Background: an optimization exercise with open tools, aiming at small area. Do not read the settings as production practice. In this exercise RTL edits were held to simulation tests only and were not proved equivalent to the original. No activity file was given, so power comes from the tool's default toggle rates.

File: config.mk
export PLATFORM = sky130hd
export DESIGN_NAME = exu_core
export DESIGN_NICKNAME = exu_core
export VERILOG_FILES = /design/flow/design.v
export SDC_FILE = /design/flow/constraint.sdc
export NUM_CORES = 4
export LEC_CHECK = 0
export CAP_MARGIN = 20
export CORE_MARGIN = 2
export CORE_UTILIZATION = 40
export SETUP_SLACK_MARGIN = 0.5
export SLEW_MARGIN = 20
File: constraint.sdc
create_clock -name core_clock -period 12.0 [get_ports {clk}]
set_input_delay 2.4000 -clock core_clock [delete_from_list [all_inputs] [get_ports {clk}]]
set_output_delay 2.4000 -clock core_clock [all_outputs]
set_load 0.01 [all_outputs]
File: design.v
`timescale 1ns/100ps
package exu_pkg;
    localparam int XLEN            = 32;
    localparam int RFIDX_WIDTH     = 5;
    localparam int MAX_DELAY_WIDTH = 4;
    localparam logic [6:0] OPC_OP     = 7'b0110011;
    localparam logic [6:0] OPC_OP_IMM = 7'b0010011;
    localparam logic [6:0] OPC_LUI    = 7'b0110111;
    localparam logic [6:0] OPC_SYSTEM = 7'b1110011;
    localparam logic [XLEN-1:0] INSTR_WFI  = 32'h1050_0073;
    localparam logic [XLEN-1:0] INSTR_MRET = 32'h3020_0073;
    typedef enum logic [2:0] {
        ALU_ADD = 3'd0,
        ALU_SUB = 3'd1,
        ALU_AND = 3'd2,
        ALU_OR  = 3'd3,
        ALU_XOR = 3'd4,
        ALU_SLL = 3'd5,
        ALU_SRL = 3'd6,
        ALU_LUI = 3'd7
    } alu_op_e;
    typedef struct packed {
        logic [RFIDX_WIDTH-1:0]     rs1idx;
        logic [RFIDX_WIDTH-1:0]     rs2idx;
        logic [RFIDX_WIDTH-1:0]     rdidx;
        logic                       rd_wen;
        logic                       use_imm;
        logic [XLEN-1:0]            imm;
        alu_op_e                    op;
        logic                       ilegl;
        logic                       is_wfi;
        logic                       is_mret;
        logic [MAX_DELAY_WIDTH-1:0] pc_cycle;
    } dec_info_t;
    typedef struct packed {
        logic                   ena;
        logic [RFIDX_WIDTH-1:0] rdidx;
        logic [XLEN-1:0]        wdata;
    } wbck_t;
    typedef struct packed {
        logic            req;
        logic [XLEN-1:0] pc;
    } flush_t;
endpackage
`timescale 1ns/100ps
module decoder #(
    parameter int unsigned SHIFT_CYCLES = 4
) (
    input  logic [exu_pkg::XLEN-1:0] instr,
    output exu_pkg::dec_info_t       dec
);
    logic [6:0] opcode;
    logic [2:0] funct3;
    logic [6:0] funct7;
    assign opcode = instr[6:0];
    assign funct3 = instr[14:12];
    assign funct7 = instr[31:25];
    always_comb begin
        dec          = '0;
        dec.rs1idx   = instr[19:15];
        dec.rs2idx   = instr[24:20];
        dec.rdidx    = instr[11:7];
        dec.imm      = {{20{instr[31]}}, instr[31:20]};
        dec.op       = exu_pkg::ALU_ADD;
        dec.ilegl    = 1'b1;
        case (opcode)
            exu_pkg::OPC_OP: begin
                dec.rd_wen = 1'b1;
                dec.ilegl  = 1'b0;
                if (funct7 == 7'b0100000 && funct3 == 3'b000) begin
                    dec.op = exu_pkg::ALU_SUB;
                end else if (funct7 == 7'b0000000) begin
                    case (funct3)
                        3'b000:  dec.op = exu_pkg::ALU_ADD;
                        3'b001:  dec.op = exu_pkg::ALU_SLL;
                        3'b100:  dec.op = exu_pkg::ALU_XOR;
                        3'b101:  dec.op = exu_pkg::ALU_SRL;
                        3'b110:  dec.op = exu_pkg::ALU_OR;
                        3'b111:  dec.op = exu_pkg::ALU_AND;
                        default: dec.ilegl = 1'b1;
                    endcase
                end else begin
                    dec.ilegl = 1'b1;
                end
            end
            exu_pkg::OPC_OP_IMM: begin
                dec.rd_wen  = 1'b1;
                dec.use_imm = 1'b1;
                dec.ilegl   = 1'b0;
                case (funct3)
                    3'b000:  dec.op = exu_pkg::ALU_ADD;
                    3'b100:  dec.op = exu_pkg::ALU_XOR;
                    3'b110:  dec.op = exu_pkg::ALU_OR;
                    3'b111:  dec.op = exu_pkg::ALU_AND;
                    default: dec.ilegl = 1'b1;
                endcase
            end
            exu_pkg::OPC_LUI: begin
                dec.rd_wen  = 1'b1;
                dec.use_imm = 1'b1;
                dec.ilegl   = 1'b0;
                dec.op      = exu_pkg::ALU_LUI;
                dec.imm     = {instr[31:12], 12'b0};
            end
            exu_pkg::OPC_SYSTEM: begin
                dec.is_wfi  = (instr == exu_pkg::INSTR_WFI);
                dec.is_mret = (instr == exu_pkg::INSTR_MRET);
                dec.ilegl   = ~(dec.is_wfi | dec.is_mret);
            end
            default: dec.ilegl = 1'b1;
        endcase
        if (dec.ilegl) begin
            dec.rd_wen = 1'b0;
        end
        if (!dec.ilegl && (dec.op == exu_pkg::ALU_SLL || dec.op == exu_pkg::ALU_SRL)) begin
            dec.pc_cycle = SHIFT_CYCLES[exu_pkg::MAX_DELAY_WIDTH-1:0];
        end else begin
            dec.pc_cycle = exu_pkg::MAX_DELAY_WIDTH'(1);
        end
    end
endmodule
`timescale 1ns/100ps
module regfile (
    input  logic                            clk,
    input  logic                            arst_n,
    input  logic [exu_pkg::RFIDX_WIDTH-1:0] rs1idx,
    input  logic [exu_pkg::RFIDX_WIDTH-1:0] rs2idx,
    input  exu_pkg::wbck_t                  wbck,
    output logic [exu_pkg::XLEN-1:0]        rs1_data,
    output logic [exu_pkg::XLEN-1:0]        rs2_data
);
    logic [exu_pkg::XLEN-1:0] regs [1:31];
    always_ff @(posedge clk or negedge arst_n) begin
        if (!arst_n) begin
            for (int i = 1; i < 32; i++) begin
                regs[i] <= '0;
            end
        end else if (wbck.ena && wbck.rdidx != '0) begin
            regs[wbck.rdidx] <= wbck.wdata;
        end
    end
    assign rs1_data = (rs1idx == '0) ? '0 : regs[rs1idx];
    assign rs2_data = (rs2idx == '0) ? '0 : regs[rs2idx];
endmodule
`timescale 1ns/100ps
module alu (
    input  exu_pkg::dec_info_t       dec,
    input  logic [exu_pkg::XLEN-1:0] rs1_data,
    input  logic [exu_pkg::XLEN-1:0] rs2_data,
    output logic [exu_pkg::XLEN-1:0] result
);
    logic [exu_pkg::XLEN-1:0] op2;
    logic [4:0]               shamt;
    assign op2   = dec.use_imm ? dec.imm : rs2_data;
    assign shamt = op2[4:0];
    always_comb begin
        case (dec.op)
            exu_pkg::ALU_ADD: result = rs1_data + op2;
            exu_pkg::ALU_SUB: result = rs1_data - op2;
            exu_pkg::ALU_AND: result = rs1_data & op2;
            exu_pkg::ALU_OR:  result = rs1_data | op2;
            exu_pkg::ALU_XOR: result = rs1_data ^ op2;
            exu_pkg::ALU_SLL: result = rs1_data << shamt;
            exu_pkg::ALU_SRL: result = rs1_data >> shamt;
            exu_pkg::ALU_LUI: result = dec.imm;
            default:          result = '0;
        endcase
    end
endmodule
`timescale 1ns/100ps
module multi_counter (
    input  logic                                clk,
    input  logic                                arst_n,
    input  logic                                ifu_valid,
    input  logic                                halt,
    input  logic [exu_pkg::MAX_DELAY_WIDTH-1:0] pc_cycle,
    output logic                                exu_ready,
    output logic                                unexpected_err
);
    logic [exu_pkg::MAX_DELAY_WIDTH-1:0] count;
    assign exu_ready = ifu_valid & ~halt & (count == pc_cycle - 1'b1);
    assign unexpected_err = ~ifu_valid & (count != '0);
    always_ff @(posedge clk or negedge arst_n) begin
        if (!arst_n) begin
            count <= '0;
        end else if (halt || exu_ready || !ifu_valid) begin
            count <= '0;
        end else begin
            count <= count + 1'b1;
        end
    end
endmodule
`timescale 1ns/100ps
module commit_ctrl #(
    parameter logic [exu_pkg::XLEN-1:0] TRAP_VECTOR = 32'h0000_0100
) (
    input  logic                     clk,
    input  logic                     arst_n,
    input  logic                     ifu_valid,
    input  logic                     exu_ready,
    input  logic                     ext_irq,
    input  logic [exu_pkg::XLEN-1:0] pc,
    input  exu_pkg::dec_info_t       dec,
    input  logic [exu_pkg::XLEN-1:0] result,
    output exu_pkg::wbck_t           wbck,
    output exu_pkg::flush_t          flush,
    output logic                     excp,
    output logic                     core_wfi,
    output logic                     halt
);
    typedef enum logic [1:0] {
        ST_RUN   = 2'd0,
        ST_TRAP  = 2'd1,
        ST_SLEEP = 2'd2
    } cmt_state_e;
    cmt_state_e               state;
    cmt_state_e               pre_sleep;
    logic [exu_pkg::XLEN-1:0] epc;
    logic                     complete;
    logic                     do_trap;
    logic                     do_mret;
    logic                     do_wfi;
    assign complete = ifu_valid & exu_ready;
    assign do_trap  = complete & dec.ilegl;
    assign do_mret  = complete & dec.is_mret;
    assign do_wfi   = complete & dec.is_wfi;
    assign wbck.ena   = complete & dec.rd_wen & ~dec.ilegl;
    assign wbck.rdidx = dec.rdidx;
    assign wbck.wdata = (dec.rdidx == '0) ? '0 : result;
    assign flush.req = do_trap | do_mret;
    assign flush.pc  = do_trap ? TRAP_VECTOR : epc;
    assign excp      = do_trap;
    assign core_wfi = (state == ST_SLEEP);
    assign halt     = (state == ST_SLEEP);
    always_ff @(posedge clk or negedge arst_n) begin
        if (!arst_n) begin
            state     <= ST_RUN;
            pre_sleep <= ST_RUN;
        end else begin
            if (state == ST_SLEEP) begin
                if (ext_irq) begin
                    state <= pre_sleep;
                end
            end else if (do_trap) begin
                state <= ST_TRAP;
            end else if (do_mret) begin
                state <= ST_RUN;
            end else if (do_wfi) begin
                pre_sleep <= state;
                state     <= ST_SLEEP;
            end
        end
    end
    always_ff @(posedge clk or negedge arst_n) begin
        if (!arst_n) begin
            epc <= '0;
        end else if (do_trap) begin
            epc <= pc;
        end
    end
endmodule
`timescale 1ns/100ps
module exu_top #(
    parameter logic [exu_pkg::XLEN-1:0] TRAP_VECTOR  = 32'h0000_0100,
    parameter int unsigned              SHIFT_CYCLES = 4
) (
    input  logic                     clk,
    input  logic                     arst_n,
    input  logic [exu_pkg::XLEN-1:0] instr,
    input  logic [exu_pkg::XLEN-1:0] pc,
    input  logic                     ifu_valid,
    input  logic                     ext_irq,
    output logic                     exu_ready,
    output logic                     core_wfi,
    output exu_pkg::wbck_t           wbck,
    output exu_pkg::flush_t          flush,
    output logic                     excp,
    output logic                     unexpected_err
);
    exu_pkg::dec_info_t       dec;
    logic [exu_pkg::XLEN-1:0] rs1_data;
    logic [exu_pkg::XLEN-1:0] rs2_data;
    logic [exu_pkg::XLEN-1:0] result;
    logic                     halt;
    decoder #(
        .SHIFT_CYCLES (SHIFT_CYCLES)
    ) u_decoder (
        .instr (instr),
        .dec   (dec)
    );
    regfile u_regfile (
        .clk      (clk),
        .arst_n   (arst_n),
        .rs1idx   (dec.rs1idx),
        .rs2idx   (dec.rs2idx),
        .wbck     (wbck),
        .rs1_data (rs1_data),
        .rs2_data (rs2_data)
    );
    alu u_alu (
        .dec      (dec),
        .rs1_data (rs1_data),
        .rs2_data (rs2_data),
        .result   (result)
    );
    multi_counter u_multi_counter (
        .clk            (clk),
        .arst_n         (arst_n),
        .ifu_valid      (ifu_valid),
        .halt           (halt),
        .pc_cycle       (dec.pc_cycle),
        .exu_ready      (exu_ready),
        .unexpected_err (unexpected_err)
    );
    commit_ctrl #(
        .TRAP_VECTOR (TRAP_VECTOR)
    ) u_commit_ctrl (
        .clk       (clk),
        .arst_n    (arst_n),
        .ifu_valid (ifu_valid),
        .exu_ready (exu_ready),
        .ext_irq   (ext_irq),
        .pc        (pc),
        .dec       (dec),
        .result    (result),
        .wbck      (wbck),
        .flush     (flush),
        .excp      (excp),
        .core_wfi  (core_wfi),
        .halt      (halt)
    );
endmodule
`timescale 1ns/100ps
module exu_core (
    input  logic        clk,
    input  logic        arst_n,
    input  logic [31:0] instr,
    input  logic [31:0] pc,
    input  logic        ifu_valid,
    input  logic        ext_irq,
    output logic        exu_ready,
    output logic        core_wfi,
    output logic        wbck_ena,
    output logic [4:0]  wbck_rdidx,
    output logic [31:0] wbck_wdata,
    output logic        flush_req,
    output logic [31:0] flush_pc,
    output logic        excp,
    output logic        unexpected_err
);
    exu_pkg::wbck_t  wbck;
    exu_pkg::flush_t flush;
    exu_top #(
        .TRAP_VECTOR  (32'h0000_0100),
        .SHIFT_CYCLES (4)
    ) u_exu_top (
        .clk            (clk),
        .arst_n         (arst_n),
        .instr          (instr),
        .pc             (pc),
        .ifu_valid      (ifu_valid),
        .ext_irq        (ext_irq),
        .exu_ready      (exu_ready),
        .core_wfi       (core_wfi),
        .wbck           (wbck),
        .flush          (flush),
        .excp           (excp),
        .unexpected_err (unexpected_err)
    );
    assign wbck_ena   = wbck.ena;
    assign wbck_rdidx = wbck.rdidx;
    assign wbck_wdata = wbck.wdata;
    assign flush_req  = flush.req;
    assign flush_pc   = flush.pc;
endmodule
File: run.sh
#!/bin/bash
# synth_recipe.tcl (not shown) runs the flow's synth.tcl, then flattens the netlist and writes it again
# the make line also repeats each setting of config.mk as NAME=value (left out here)
make -C /OpenROAD-flow-scripts/flow DESIGN_CONFIG=/design/flow/config.mk WORK_HOME=/design/flow/orfs CLKGATE_MAP_FILE= SYNTH_SCRIPT=/design/flow/synth_recipe.tcl finish
==> impl_metrics.csv <==
group,metric,value,unit
outcome,outcome,"finished clean",
clocking,cts-hold-fix-buffers,0,
setup_path,ff2ff_setup_slack,5.45,ns
routing,routed-via-count,68600,
placed_design,gp_congestion,1.10,
synthesis,ys_seq_elements,1032,
synthesis,synthFlopType,"dfrtp_1",
routing,antenna_left,0,
final_layout,mostFrequentLayoutCell,"dfrtp_1",
floorplanning,placementRows,144,
global_route,grt_first_pass_wirelength,525,mm
clocking,htree_levels,3,
global_route,grt_antenna_before_repair,62,
final_layout,finish.utilization,48.7,%
sta,hold_viol,0,
synthesis,ys_warn_count,6,
clocking,clock-sinks,1032,
final_layout,areaGrowthSynthToFinish,20.7,%
synthesis,ys_seq_area_share,41.6,%
final_layout,num-fill-cells,14600,
clocking,tritoncts,"built",
final_layout,post_route_cells_drive_above_1_share,21.6,%
floorplanning,die_h,398,um
setup_path,worst_setup_path_end_kind,"output port",
synthesis,ys_types,106,
final_layout,seq_area,25800,sq um
synthesis,avgSynthCellArea,8.91,sq um
setup_path,required,9.60,ns
power_and_ir_drop,peakVddDrop,130,uV
routing,first_pass_iters,9,
final_layout,multi_input_area,34400,sq um
floorplanning,dieArea,158000,sq um
final_layout,nets,7428,
power_and_ir_drop,p_leak,35.8,nW
routing,drc,0,
power_and_ir_drop,p_clk_share,42.3,%
setup_path,r2r_end,"u_exu_top.u_regfile.regs[22][31]",
global_route,grt_max_degree,162,
routing,totalWireLength,387,mm
clocking,clock_path_buffers,3,
clocking,clk_pin_slew,0.05,ns
job,max-cap-violations,0,
hold_path,hp-class,"flop to flop",
clocking,numCtsBuffers,114,
synthesis,syn_nets,7137,
sta,hold_ws,0.468,ns
setup_path,cp-startpoint,"instr[16]",
routing,avgRoutedWirePerCell,40.9,um
synthesis,syn_area,62100,sq um
setup_path,worstPathArrival,9.11,ns
global_route,grt_pass1_vias,62900,
clocking,clockRootBuffer,"clkbuf_16",
sta,slew_headroom,12.3,%
setup_path,path_max_fanout,46,
sta,post-route-period-util,95.9,%
routing,drt_iter0_markers,13000,
floorplanning,ios,143,
floorplanning,start_util,40.3,%
power_and_ir_drop,power_density,120,nW/um^2
sta,fin_skew,0.0937,ns
clocking,insertion_delay,0.82,ns
power_and_ir_drop,p_int,6.19,mW
setup_path,worstSetupStartpointType,"primary input",
setup_path,r2r_cells,26,
placed_design,port_buffers,142,
synthesis,syn_inst,6969,
final_layout,final_cell_mix,"dfrtp_1 (1032), nand2_1 (776), o21ai_0 (703), and3_1 (681), buf_4 (645)",
sta,worstMarginPinSlew,1.31,ns
sta,grt_setup_unrepaired,"true",
sta,fmax,86.9,MHz
global_route,grtUsageTotal,47.4,%
power_and_ir_drop,p_switching,2.82,mW
sta,slew_viol_final,0,
power_and_ir_drop,seqPwrFrac,39.3,%
setup_path,crit_type,"primary input to output port",
routing,vias_per_cell,7.25,
placed_design,dpl.hpwl,263,mm
power_and_ir_drop,pwr-share-comb,18.3,%
floorplanning,die-width,398,um
synthesis,synth_edf_count,0,
sta,period_minus_slack,11.51,ns
setup_path,r2r_start,"u_exu_top.u_regfile.regs[7][1]",
hold_path,worstHoldEndpoint,"u_exu_top.u_commit_ctrl.epc[8]",
power_and_ir_drop,swShare,31.3,%
global_route,overflow,0,
synthesis,synthArstFlopShare,100,%
floorplanning,coreArea,154000,sq um
hold_path,min_from,"u_exu_top.u_commit_ctrl.epc[8]",
hold_path,hold-path-cell-count,2,
sta,setup_viol_count_final,0,
[area by class of cell]
cell class,instances,share of cell area (%)
clock inverter,46,0.888
timing repair buffer,860,10.2
tap,2044,3.41
multi-input combinational,5149,45.9
antenna,60,0.200
sequential,1032,34.4
clock buffer,167,4.51
inverter,103,0.516
[synthesized netlist by cell type, drive strengths merged (20+ instances only)]
library cell	count	area share (%)
a2111oi	210	3.0
a21o	53	0.64
buf	160	1.4
nor2	204	1.3
a31o	25	0.35
nand2	807	4.9
nor4	54	0.64
a21oi	202	1.6
dfrtp	1032	42
inv	101	0.61
nand3	423	3.4
and3	683	6.9
nor3	51	0.44
ha	99	2.0
o22ai	45	0.45
o21a	22	0.27
nand2b	21	0.21
o221ai	20	0.28
nand4	171	1.7
a211oi	33	0.41
o211ai	55	0.66
xnor2	44	0.62
mux2	393	7.1
clkbuf	529	3.2
a31oi	43	0.43
o21ai	752	6.1
a22oi	247	3.0
and2	50	0.50
nand3b	32	0.40
a221oi	85	1.2
[per-layer routing]
| metal | vias to the layer above | GRT usage (%) | routed length [um] |
|---|---|---|---|
| li1 | 26700 | - | - |
| met1 | 33500 | 59.6 | 140000 |
| met2 | 6455 | 64.3 | 150000 |
| met3 | 1944 | 20.6 | 59200 |
| met4 | 32 | 34.3 | 36700 |
| met5 | - | 0.696 | 502 |
[what timing repair did]
item                                    in CTS  in global routing
resized for setup                           49                131
gates cloned                                 1                  4
pin swaps                                   10                 44
setup buffers                               10                 25
hold endpoints to repair                     0                  0
endpoints found under the setup margin       8                  8
[power groups by stage]
stage	sequential, mW	clock (mW)	combinational (mW)
final	3.54	3.82	1.65
after global routing	3.54	3.95	1.69
after CTS	3.54	3.80	1.56
after detailed placement	3.60	0	1.54
after global placement	3.60	0	1.55
after floorplan	3.59	0	0.663
[per-stage QoR]
stage / power [mW] / setup WS, ns / instances / instance area, sq um / setup TNS [ns]
global placement: 5.15 / -0.139 / 9146 / 69600 / -0.139
finish: 9.02 / 0.491 / 9461 / 75000 / 0
floorplan: 4.25 / 1.20 / 6969 / 62100 / 0
CTS: 8.90 / 0.460 / 9371 / 74000 / 0
detailed placement: 5.15 / -0.0855 / 9147 / 69700 / -0.0855
global route: 9.19 / 0.417 / 9409 / 74800 / 0
[worst max-delay path: stages]
cell             delay (ns)
buf_2                  0.54
nor2_4                 0.21
buf_12                 0.27
buf_4                  0.25
buf_4                  0.29
and3_1                 0.23
a2111oi_0              0.72
nand4_1                0.18
o21a_1                 0.42
buf_4                  0.27
o21ai_0                0.17
a211oi_1               0.13
a211oi_1               0.99
o32ai_1                0.31
a211o_1                0.46
o211ai_1               0.26
buf_4                  0.32
inv_1                  0.06
clkdlybuf4s50_1        0.48
[worst max-delay path by stage]
stage	to	slack [ns]	depth (start not counted)
final	wbck_wdata[10]	0.49	19
after global routing	wbck_wdata[31]	0.42	30
after CTS	wbck_wdata[31]	0.46	27
after detailed placement	wbck_wdata[31]	-0.09	28
after global placement	wbck_wdata[31]	-0.14	28
after floorplan	wbck_wdata[31]	1.20	29
[state kept, by name (all words and copies together), names as in the netlist]
name / cells
u_exu_top.u_commit_ctrl.state: 2
u_exu_top.u_commit_ctrl.pre_sleep: 2
u_exu_top.u_multi_counter.count: 4
u_exu_top.u_regfile.regs: 992
u_exu_top.u_commit_ctrl.epc: 32
[cell families after synthesis]
group / count (synthesis) / synth area share, %
simple gates: 2609 / 21.8
xor+xnor: 55 / 0.776
flops: 1032 / 41.6
buf+inv: 792 / 5.24
fa+ha+maj: 100 / 2.03
mux: 412 / 7.53
compound gates: 1969 / 21.0

[port drivers added, routing unchanged]
How much do the figures lean on ideal ports? The routed layout below was timed once more, with nothing changed but the port constraints. Step 1: set_driving_cell puts a clkbuf_16 on clk and a buf_2 on each other input, an assumption about the parent block. Step 2 times the ports against the registers' clock, not the clock port: input delays grow and output delays shrink by t, the midpoint of the rising clock arrivals with the driver on. Three values: ideal ports, drivers, drivers and shift; two values: the first two.
t, ns: 0.872
slack for setup (ns): 0.491 / 0.458 / 0.458
hold WS [ns]: 0.468 / 0.468 / 0.468
worst register clock-pin slew, ns: 0.07 / 0.07
After both steps setup and hold are still met in this run. For this run, drivers alone change the setup slack by -0.033 ns; drivers and shift together by -0.033 ns.
